This design comes from an exercise in tuning for small area on the open sky130 flow, not from production work.
Function was checked by simulation only, so behaviour that the tests miss may differ from the original.
Power and IR drop assume default switching activity.

==> sierra <==
## pingpong_fmap_buffer
module pingpong_fmap_buffer
#(
  parameter int NumberOfK          = 4,
  parameter int BitSize            = 16,
  parameter int ProcessingElements = 2,
  parameter int ImageWidth         = 4
) (
  input  logic                  clk,
  input  logic                  res_n,
  input  logic [NumberOfK-1:0]  in_valid,
  input  logic [ProcessingElements-1:0][BitSize-1:0] in_data,
  output logic                  in_ready,
  output logic [BitSize-1:0]    out_data,
  output logic                  out_valid,
  input  logic                  out_ready,
  output logic                  out_last,
  output logic                  image_done,
  output logic                  error
);
==> module pingpong_fmap_buffer, before the edit <==
module pingpong_fmap_buffer
#(
  parameter int NumberOfK          = 4,
  parameter int BitSize            = 16,
  parameter int ProcessingElements = 2,
  parameter int ImageWidth         = 4
) (
  input  logic                  clk,
  input  logic                  res_n,
  input  logic [NumberOfK-1:0]  in_valid,
  input  logic [ProcessingElements-1:0][BitSize-1:0] in_data,
  output logic                  in_ready,
  output logic [BitSize-1:0]    out_data,
  output logic                  out_valid,
  input  logic                  out_ready,
  output logic                  out_last,
  output logic                  image_done,
  output logic                  error
);
  localparam int K  = NumberOfK;
  localparam int PE = ProcessingElements;
  localparam int P  = ImageWidth * ImageWidth;
  localparam int CW = (((P + 1) < 2) ? 1 : $clog2(P + 1));
  localparam int HW = (((K) < 2) ? 1 : $clog2(K));
  localparam int PW = (((P) < 2) ? 1 : $clog2(P));
  localparam logic [CW-1:0] PMAX  = CW'(P);
  localparam logic [CW-1:0] PLAST = CW'(P - 1);
  fmap_buf_pkg::bank_state_t st_q [2];
  fmap_buf_pkg::bank_state_t st_d [2];
  logic [CW-1:0] cnt [K];
  logic [K-1:0]  wr_ch;
  logic [K-1:0]  ch_done;
  logic [K-1:0]  full_ch;
  logic          wr_over;
  logic          filled;
  logic [1:0]    wr_open;
  logic [1:0]    rd_start;
  logic [1:0]    rd_done;
  logic          wr_ptr;
  logic [HW-1:0] rd_ch;
  logic [PW-1:0] rd_pix;
  logic          draining;
  logic          rd_bank;
  logic          last_px;
  logic          last_ch;
  logic          xfer;
  logic          fin;
  logic [K-1:0]  rd_sh;
  logic [1:0][K-1:0] shift;
  logic [1:0][K-1:0][BitSize-1:0] head;
  for (genvar b = 0; b < 2; b++) begin : g_bank
    fmap_bank #(
      .K (K),
      .BW(BitSize),
      .PE(PE),
      .P (P)
    ) u_bank (
      .clk     (clk),
      .shift   (shift[b]),
      .wr_data (in_data),
      .head    (head[b])
    );
  end
  always_comb begin
    for (int b = 0; b < 2; b++)
      wr_open[b] = (st_q[b] == fmap_buf_pkg::BANK_EMPTY) ||
                   (st_q[b] == fmap_buf_pkg::BANK_FILLING);
    in_ready = wr_open[wr_ptr];
    for (int c = 0; c < K; c++) begin
      full_ch[c] = (cnt[c] == PMAX);
      wr_ch[c]   = in_ready && in_valid[c] && !full_ch[c];
      ch_done[c] = full_ch[c] || (wr_ch[c] && (cnt[c] == PLAST));
    end
    wr_over = in_ready && (|(in_valid & full_ch));
    filled  = (&ch_done) && (|wr_ch);
    draining = (st_q[0] == fmap_buf_pkg::BANK_DRAINING) ||
               (st_q[1] == fmap_buf_pkg::BANK_DRAINING);
    rd_bank  = (st_q[1] == fmap_buf_pkg::BANK_DRAINING);
    last_px  = (rd_pix == PW'(P - 1));
    last_ch  = (rd_ch == HW'(K - 1));
    xfer     = draining && out_ready;
    fin      = xfer && last_px && last_ch;
    rd_start[0] = (st_q[0] == fmap_buf_pkg::BANK_FULL) && (!draining || fin);
    rd_start[1] = (st_q[1] == fmap_buf_pkg::BANK_FULL) && (!draining || fin) &&
                  !rd_start[0];
    rd_done[0]  = fin && !rd_bank;
    rd_done[1]  = fin && rd_bank;
    for (int c = 0; c < K; c++) rd_sh[c] = xfer && (rd_ch == HW'(c));
    for (int b = 0; b < 2; b++)
      shift[b] = ((wr_ptr == 1'(b)) ? wr_ch : '0) |
                 ((rd_bank == 1'(b)) ? rd_sh : '0);
    for (int b = 0; b < 2; b++) begin
      st_d[b] = st_q[b];
      unique case (st_q[b])
        fmap_buf_pkg::BANK_EMPTY, fmap_buf_pkg::BANK_FILLING: begin
          if (wr_ptr == 1'(b)) begin
            if (filled)      st_d[b] = fmap_buf_pkg::BANK_FULL;
            else if (|wr_ch) st_d[b] = fmap_buf_pkg::BANK_FILLING;
          end
        end
        fmap_buf_pkg::BANK_FULL:
          if (rd_start[b]) st_d[b] = fmap_buf_pkg::BANK_DRAINING;
        fmap_buf_pkg::BANK_DRAINING:
          if (rd_done[b]) st_d[b] = fmap_buf_pkg::BANK_EMPTY;
        default: st_d[b] = fmap_buf_pkg::BANK_EMPTY;
      endcase
    end
  end
  always_ff @(posedge clk or negedge res_n) begin
    if (!res_n) begin
      st_q[0] <= fmap_buf_pkg::BANK_EMPTY;
      st_q[1] <= fmap_buf_pkg::BANK_EMPTY;
      for (int c = 0; c < K; c++) cnt[c] <= '0;
      wr_ptr <= 1'b0;
      rd_ch  <= '0;
      rd_pix <= '0;
    end else begin
      st_q[0] <= st_d[0];
      st_q[1] <= st_d[1];
      for (int c = 0; c < K; c++) begin
        if (filled)        cnt[c] <= '0;
        else if (wr_ch[c]) cnt[c] <= cnt[c] + 1'b1;
      end
      if (filled) wr_ptr <= ~wr_ptr;
      if (xfer) begin
        rd_pix <= rd_pix + 1'b1;
        if (last_px) rd_ch <= rd_ch + 1'b1;
      end
    end
  end
  assign out_valid  = draining;
  assign out_data   = draining ? head[rd_bank][rd_ch] : '0;
  assign out_last   = draining && last_px;
  assign image_done = draining && last_px && last_ch;
  localparam logic [K-1:0] GRP = K'((2 ** PE) - 1);
  logic legal;
  logic err_q;
  always_comb begin
    legal = (in_valid == '0);
    for (int g = 0; g < K / PE; g++) begin
      if (in_valid == (GRP << (g * PE))) legal = 1'b1;
    end
  end
  always_ff @(posedge clk or negedge res_n) begin
    if (!res_n) err_q <= 1'b0;
    else if ((|in_valid) && (!legal || !in_ready || wr_over))
      err_q <= 1'b1;
  end
  assign error = err_q;
endmodule
Settings: LEC_CHECK=0, CAP_MARGIN=20, CORE_MARGIN=2, CORE_UTILIZATION=70, CTS_BUF_LIST=sky130_fd_sc_hd__clkbuf_4 sky130_fd_sc_hd__clkbuf_8 sky130_fd_sc_hd__clkbuf_16, CTS_CLUSTER_DIAMETER=150, CTS_CLUSTER_SIZE=30, SETUP_SLACK_MARGIN=0.3, SLEW_MARGIN=20; clock period 8.0 ns.
run.sh (not shown) runs the stock make flow with config.mk's settings and CLKGATE_MAP_FILE= SYNTH_SCRIPT=/design/flow/synth_recipe.tcl, a recipe that flattens the netlist after the stock synthesis.
==> juniper (differences from sierra) <==
- CORE_UTILIZATION: 70 -> 40
- CTS_BUF_LIST: sky130_fd_sc_hd__clkbuf_4 sky130_fd_sc_hd__clkbuf_8 sky130_fd_sc_hd__clkbuf_16 -> not set
- CTS_CLUSTER_DIAMETER: 150 -> not set
- CTS_CLUSTER_SIZE: 30 -> not set
==> pepper (differences from sierra) <==
--- a/flow/design.v
+++ b/flow/design.v
@@ -55,10 +55,5 @@
   localparam int P  = ImageWidth * ImageWidth;
-  localparam int CW = (((P + 1) < 2) ? 1 : $clog2(P + 1));
   localparam int HW = (((K) < 2) ? 1 : $clog2(K));
   localparam int PW = (((P) < 2) ? 1 : $clog2(P));
-  localparam logic [CW-1:0] PMAX  = CW'(P);
-  localparam logic [CW-1:0] PLAST = CW'(P - 1);
-  fmap_buf_pkg::bank_state_t st_q [2];
-  fmap_buf_pkg::bank_state_t st_d [2];
-  logic [CW-1:0] cnt [K];
+  logic [PW:0]   cnt [K];
   logic [K-1:0]  wr_ch;
@@ -68,5 +63,5 @@
   logic          filled;
-  logic [1:0]    wr_open;
-  logic [1:0]    rd_start;
-  logic [1:0]    rd_done;
+  logic [1:0]    busy;
+  logic          draining;
+  logic          rd_bank;
   logic          wr_ptr;
@@ -74,4 +69,3 @@
   logic [PW-1:0] rd_pix;
-  logic          draining;
-  logic          rd_bank;
+  logic [1:0]    full;
   logic          last_px;
@@ -80,3 +74,4 @@
   logic          fin;
-  logic [K-1:0]  rd_sh;
+  logic          start;
+  logic [K-1:0]  rd_sel;
   logic [1:0][K-1:0] shift;
@@ -97,10 +92,7 @@
   always_comb begin
-    for (int b = 0; b < 2; b++)
-      wr_open[b] = (st_q[b] == fmap_buf_pkg::BANK_EMPTY) ||
-                   (st_q[b] == fmap_buf_pkg::BANK_FILLING);
-    in_ready = wr_open[wr_ptr];
+    in_ready = !busy[wr_ptr];
     for (int c = 0; c < K; c++) begin
-      full_ch[c] = (cnt[c] == PMAX);
+      full_ch[c] = cnt[c][PW];
       wr_ch[c]   = in_ready && in_valid[c] && !full_ch[c];
-      ch_done[c] = full_ch[c] || (wr_ch[c] && (cnt[c] == PLAST));
+      ch_done[c] = full_ch[c] || (wr_ch[c] && (&cnt[c][PW-1:0]));
     end
@@ -108,34 +100,12 @@
     filled  = (&ch_done) && (|wr_ch);
-    draining = (st_q[0] == fmap_buf_pkg::BANK_DRAINING) ||
-               (st_q[1] == fmap_buf_pkg::BANK_DRAINING);
-    rd_bank  = (st_q[1] == fmap_buf_pkg::BANK_DRAINING);
-    last_px  = (rd_pix == PW'(P - 1));
-    last_ch  = (rd_ch == HW'(K - 1));
+    full[0]  = busy[0] && !(draining && !rd_bank);
+    full[1]  = busy[1] && !(draining && rd_bank);
+    last_px  = (&rd_pix);
+    last_ch  = (&rd_ch);
     xfer     = draining && out_ready;
     fin      = xfer && last_px && last_ch;
-    rd_start[0] = (st_q[0] == fmap_buf_pkg::BANK_FULL) && (!draining || fin);
-    rd_start[1] = (st_q[1] == fmap_buf_pkg::BANK_FULL) && (!draining || fin) &&
-                  !rd_start[0];
-    rd_done[0]  = fin && !rd_bank;
-    rd_done[1]  = fin && rd_bank;
-    for (int c = 0; c < K; c++) rd_sh[c] = xfer && (rd_ch == HW'(c));
-    for (int b = 0; b < 2; b++)
-      shift[b] = ((wr_ptr == 1'(b)) ? wr_ch : '0) |
-                 ((rd_bank == 1'(b)) ? rd_sh : '0);
-    for (int b = 0; b < 2; b++) begin
-      st_d[b] = st_q[b];
-      unique case (st_q[b])
-        fmap_buf_pkg::BANK_EMPTY, fmap_buf_pkg::BANK_FILLING: begin
-          if (wr_ptr == 1'(b)) begin
-            if (filled)      st_d[b] = fmap_buf_pkg::BANK_FULL;
-            else if (|wr_ch) st_d[b] = fmap_buf_pkg::BANK_FILLING;
-          end
-        end
-        fmap_buf_pkg::BANK_FULL:
-          if (rd_start[b]) st_d[b] = fmap_buf_pkg::BANK_DRAINING;
-        fmap_buf_pkg::BANK_DRAINING:
-          if (rd_done[b]) st_d[b] = fmap_buf_pkg::BANK_EMPTY;
-        default: st_d[b] = fmap_buf_pkg::BANK_EMPTY;
-      endcase
-    end
+    start    = (|full) && (!draining || fin);
+    for (int c = 0; c < K; c++) rd_sel[c] = (rd_ch == HW'(c));
+    shift[0] = (wr_ptr ? '0 : wr_ch) | ((xfer && !rd_bank) ? rd_sel : '0);
+    shift[1] = (wr_ptr ? wr_ch : '0) | ((xfer && rd_bank) ? rd_sel : '0);
   end
@@ -143,11 +113,10 @@
     if (!res_n) begin
-      st_q[0] <= fmap_buf_pkg::BANK_EMPTY;
-      st_q[1] <= fmap_buf_pkg::BANK_EMPTY;
       for (int c = 0; c < K; c++) cnt[c] <= '0;
-      wr_ptr <= 1'b0;
-      rd_ch  <= '0;
-      rd_pix <= '0;
+      busy     <= '0;
+      draining <= 1'b0;
+      rd_bank  <= 1'b0;
+      wr_ptr   <= 1'b0;
+      rd_ch    <= '0;
+      rd_pix   <= '0;
     end else begin
-      st_q[0] <= st_d[0];
-      st_q[1] <= st_d[1];
       for (int c = 0; c < K; c++) begin
@@ -156,3 +125,13 @@
       end
-      if (filled) wr_ptr <= ~wr_ptr;
+      if (filled) begin
+        wr_ptr         <= ~wr_ptr;
+        busy[wr_ptr]   <= 1'b1;
+      end
+      if (fin) busy[rd_bank] <= 1'b0;
+      if (start) begin
+        draining <= 1'b1;
+        rd_bank  <= !full[0];
+      end else if (fin) begin
+        draining <= 1'b0;
+      end
       if (xfer) begin
@@ -163,4 +142,10 @@
   end
+  always_comb begin
+    out_data = '0;
+    for (int b = 0; b < 2; b++)
+      for (int c = 0; c < K; c++)
+        out_data = out_data |
+                   ((draining && (rd_bank == 1'(b)) && rd_sel[c]) ? head[b][c] : '0);
+  end
   assign out_valid  = draining;
-  assign out_data   = draining ? head[rd_bank][rd_ch] : '0;
   assign out_last   = draining && last_px;
==> flow/flow/run.sh (new file) <==
#!/bin/bash
# Layout: the standard ORFS flow (settings in config.mk), with the
# smallest buffer, sky130_fd_sc_hd__buf_1, on every input and output port.
set -euo pipefail
export BUFFER_PORTS_ARGS="-buffer_cell sky130_fd_sc_hd__buf_1"
bash standard.sh > standard.log 2>&1
==> flow/standard.sh (new file) <==
#!/bin/bash
# synth_recipe.tcl (not shown) runs the flow's synth.tcl, then flattens the netlist and writes it again
# the make line also repeats each setting of config.mk as NAME=value (left out here)
make -C /OpenROAD-flow-scripts/flow DESIGN_CONFIG=/design/flow/config.mk WORK_HOME=/design/flow/orfs CLKGATE_MAP_FILE= SYNTH_SCRIPT=/design/flow/synth_recipe.tcl "${@:-finish}"
- CTS_BUF_LIST: sky130_fd_sc_hd__clkbuf_4 sky130_fd_sc_hd__clkbuf_8 sky130_fd_sc_hd__clkbuf_16 -> not set
- CTS_CLUSTER_SIZE: 30 -> 26
removed: flow/run.sh
==> garnet (differences from sierra) <==
--- a/flow/design.v
+++ b/flow/design.v
@@ -55,10 +55,5 @@
   localparam int P  = ImageWidth * ImageWidth;
-  localparam int CW = (((P + 1) < 2) ? 1 : $clog2(P + 1));
   localparam int HW = (((K) < 2) ? 1 : $clog2(K));
   localparam int PW = (((P) < 2) ? 1 : $clog2(P));
-  localparam logic [CW-1:0] PMAX  = CW'(P);
-  localparam logic [CW-1:0] PLAST = CW'(P - 1);
-  fmap_buf_pkg::bank_state_t st_q [2];
-  fmap_buf_pkg::bank_state_t st_d [2];
-  logic [CW-1:0] cnt [K];
+  logic [PW:0]   cnt [K];
   logic [K-1:0]  wr_ch;
@@ -68,5 +63,5 @@
   logic          filled;
-  logic [1:0]    wr_open;
-  logic [1:0]    rd_start;
-  logic [1:0]    rd_done;
+  logic [1:0]    busy;
+  logic          draining;
+  logic          rd_bank;
   logic          wr_ptr;
@@ -74,4 +69,3 @@
   logic [PW-1:0] rd_pix;
-  logic          draining;
-  logic          rd_bank;
+  logic [1:0]    full;
   logic          last_px;
@@ -80,3 +74,4 @@
   logic          fin;
-  logic [K-1:0]  rd_sh;
+  logic          start;
+  logic [K-1:0]  rd_sel;
   logic [1:0][K-1:0] shift;
@@ -97,10 +92,7 @@
   always_comb begin
-    for (int b = 0; b < 2; b++)
-      wr_open[b] = (st_q[b] == fmap_buf_pkg::BANK_EMPTY) ||
-                   (st_q[b] == fmap_buf_pkg::BANK_FILLING);
-    in_ready = wr_open[wr_ptr];
+    in_ready = !busy[wr_ptr];
     for (int c = 0; c < K; c++) begin
-      full_ch[c] = (cnt[c] == PMAX);
+      full_ch[c] = cnt[c][PW];
       wr_ch[c]   = in_ready && in_valid[c] && !full_ch[c];
-      ch_done[c] = full_ch[c] || (wr_ch[c] && (cnt[c] == PLAST));
+      ch_done[c] = full_ch[c] || (wr_ch[c] && (&cnt[c][PW-1:0]));
     end
@@ -108,34 +100,12 @@
     filled  = (&ch_done) && (|wr_ch);
-    draining = (st_q[0] == fmap_buf_pkg::BANK_DRAINING) ||
-               (st_q[1] == fmap_buf_pkg::BANK_DRAINING);
-    rd_bank  = (st_q[1] == fmap_buf_pkg::BANK_DRAINING);
-    last_px  = (rd_pix == PW'(P - 1));
-    last_ch  = (rd_ch == HW'(K - 1));
+    full[0]  = busy[0] && !(draining && !rd_bank);
+    full[1]  = busy[1] && !(draining && rd_bank);
+    last_px  = (&rd_pix);
+    last_ch  = (&rd_ch);
     xfer     = draining && out_ready;
     fin      = xfer && last_px && last_ch;
-    rd_start[0] = (st_q[0] == fmap_buf_pkg::BANK_FULL) && (!draining || fin);
-    rd_start[1] = (st_q[1] == fmap_buf_pkg::BANK_FULL) && (!draining || fin) &&
-                  !rd_start[0];
-    rd_done[0]  = fin && !rd_bank;
-    rd_done[1]  = fin && rd_bank;
-    for (int c = 0; c < K; c++) rd_sh[c] = xfer && (rd_ch == HW'(c));
-    for (int b = 0; b < 2; b++)
-      shift[b] = ((wr_ptr == 1'(b)) ? wr_ch : '0) |
-                 ((rd_bank == 1'(b)) ? rd_sh : '0);
-    for (int b = 0; b < 2; b++) begin
-      st_d[b] = st_q[b];
-      unique case (st_q[b])
-        fmap_buf_pkg::BANK_EMPTY, fmap_buf_pkg::BANK_FILLING: begin
-          if (wr_ptr == 1'(b)) begin
-            if (filled)      st_d[b] = fmap_buf_pkg::BANK_FULL;
-            else if (|wr_ch) st_d[b] = fmap_buf_pkg::BANK_FILLING;
-          end
-        end
-        fmap_buf_pkg::BANK_FULL:
-          if (rd_start[b]) st_d[b] = fmap_buf_pkg::BANK_DRAINING;
-        fmap_buf_pkg::BANK_DRAINING:
-          if (rd_done[b]) st_d[b] = fmap_buf_pkg::BANK_EMPTY;
-        default: st_d[b] = fmap_buf_pkg::BANK_EMPTY;
-      endcase
-    end
+    start    = (|full) && (!draining || fin);
+    for (int c = 0; c < K; c++) rd_sel[c] = (rd_ch == HW'(c));
+    shift[0] = (wr_ptr ? '0 : wr_ch) | ((xfer && !rd_bank) ? rd_sel : '0);
+    shift[1] = (wr_ptr ? wr_ch : '0) | ((xfer && rd_bank) ? rd_sel : '0);
   end
@@ -143,11 +113,10 @@
     if (!res_n) begin
-      st_q[0] <= fmap_buf_pkg::BANK_EMPTY;
-      st_q[1] <= fmap_buf_pkg::BANK_EMPTY;
       for (int c = 0; c < K; c++) cnt[c] <= '0;
-      wr_ptr <= 1'b0;
-      rd_ch  <= '0;
-      rd_pix <= '0;
+      busy     <= '0;
+      draining <= 1'b0;
+      rd_bank  <= 1'b0;
+      wr_ptr   <= 1'b0;
+      rd_ch    <= '0;
+      rd_pix   <= '0;
     end else begin
-      st_q[0] <= st_d[0];
-      st_q[1] <= st_d[1];
       for (int c = 0; c < K; c++) begin
@@ -156,3 +125,13 @@
       end
-      if (filled) wr_ptr <= ~wr_ptr;
+      if (filled) begin
+        wr_ptr         <= ~wr_ptr;
+        busy[wr_ptr]   <= 1'b1;
+      end
+      if (fin) busy[rd_bank] <= 1'b0;
+      if (start) begin
+        draining <= 1'b1;
+        rd_bank  <= !full[0];
+      end else if (fin) begin
+        draining <= 1'b0;
+      end
       if (xfer) begin
@@ -163,4 +142,10 @@
   end
+  always_comb begin
+    out_data = '0;
+    for (int b = 0; b < 2; b++)
+      for (int c = 0; c < K; c++)
+        out_data = out_data |
+                   ((draining && (rd_bank == 1'(b)) && rd_sel[c]) ? head[b][c] : '0);
+  end
   assign out_valid  = draining;
-  assign out_data   = draining ? head[rd_bank][rd_ch] : '0;
   assign out_last   = draining && last_px;
- CTS_BUF_LIST: sky130_fd_sc_hd__clkbuf_4 sky130_fd_sc_hd__clkbuf_8 sky130_fd_sc_hd__clkbuf_16 -> not set
- CTS_CLUSTER_SIZE: 30 -> 28
==> qor summary <==
                                                                                                           sierra                      garnet                      pepper                     juniper
Core occupancy in the finished layout                                                                        0.756                       0.760                       0.758                       0.463
Worst slew margin relative to its limit                                                                      0.294                       0.188                       0.312                       0.154
Power of the combinational group                                                                          0.516 mW                     2.00 mW                     1.95 mW                    0.522 mW
Syn Inst Count                                                                                                2326                        2362                        2362                        2326
Layout Nets                                                                                                   2527                        2550                        2558                        2637
Maximum clock skew at final layout                                                                       0.0195 ns                   0.0264 ns                   0.0351 ns                   0.0328 ns
Total area of sequential cells                                                                         62300 sq um                 62300 sq um                 62300 sq um                 62300 sq um
Origin of the worst setup path                                                                            rd_ch[0]                    draining                    rd_ch[0]                    rd_ch[1]
Power Clock                                                                                                4.75 mW                     4.97 mW                     5.20 mW                     8.75 mW
Detail-routed net length per standard cell                                                                 20.4 um                     25.9 um                     27.8 um                     16.8 um
Maximum resistive drop on vdd                                                                               215 uV                      290 uV                      283 uV                      220 uV
Non-clock buffer count in the final layout                                                                      82                          79                          81                          78
Buffer share of cell area                                                                                   0.0127                      0.0124                     0.00734                      0.0117
Delay of the slowest cell on the worst path                                                                0.70 ns                     1.00 ns                     0.77 ns                     1.07 ns
Detailed placer's ending HPWL                                                                              40.3 mm                     46.5 mm                     51.0 mm                     41.5 mm
Critical path peak fanout                                                                                       24                          25                          14                          36
Worst R2R End                                                                           g_bank[0].u_bank.sr[46][7]  g_bank[0].u_bank.sr[61][9]  g_bank[1].u_bank.sr[29][7]  g_bank[1].u_bank.sr[60][0]
Power consumption                                                                                          18.3 mW                     23.5 mW                     23.7 mW                     22.3 mW
Global-route layer with the greatest usage                                                                    met1                        met2                        met2                        met2
Global placement routability congestion                                                                      0.780                       0.817                       0.810                       0.716
Post-synthesis share of cell area spent on full adders, half adders and majority gates                     0.00330                     0.00176                     0.00176                     0.00330
Well tap count                                                                                                1186                        1176                        1176                        2160
Status                                                                                    timing/DRC/antenna clean    timing/DRC/antenna clean    timing/DRC/antenna clean    timing/DRC/antenna clean

what the ideal ports hide:
The flow's constraints put no driver on any port. The routed layouts listed below were extracted and timed again, unchanged, in two steps. Step 1 assumes that a clkbuf_16 drives the clock port and a buf_2 every other input. Step 2 adds t to the input delays and takes it off the output delays; t is the mean of the earliest and latest rising clock arrival at the registers after step 1. Input paths then give back, and output paths get back, about the clock's delay inside the block. Slacks: ideal / step 1 / step 2; pairs: ideal / step 1.
| run | t (ns) | slack for setup (ns) | worst setup path after step 2 |
|---|---|---|---|
| sierra | 0.720 | 3.019 / 2.952 / 3.180 | input to register |
| juniper | 0.853 | 3.062 / 2.993 / 3.373 | input to register |
| pepper | 0.764 | 3.165 / 3.095 / 3.476 | input to register |
| garnet | 0.764 | 2.412 / 2.341 / 2.933 | input to register |
After both steps every run listed still meets setup and hold.
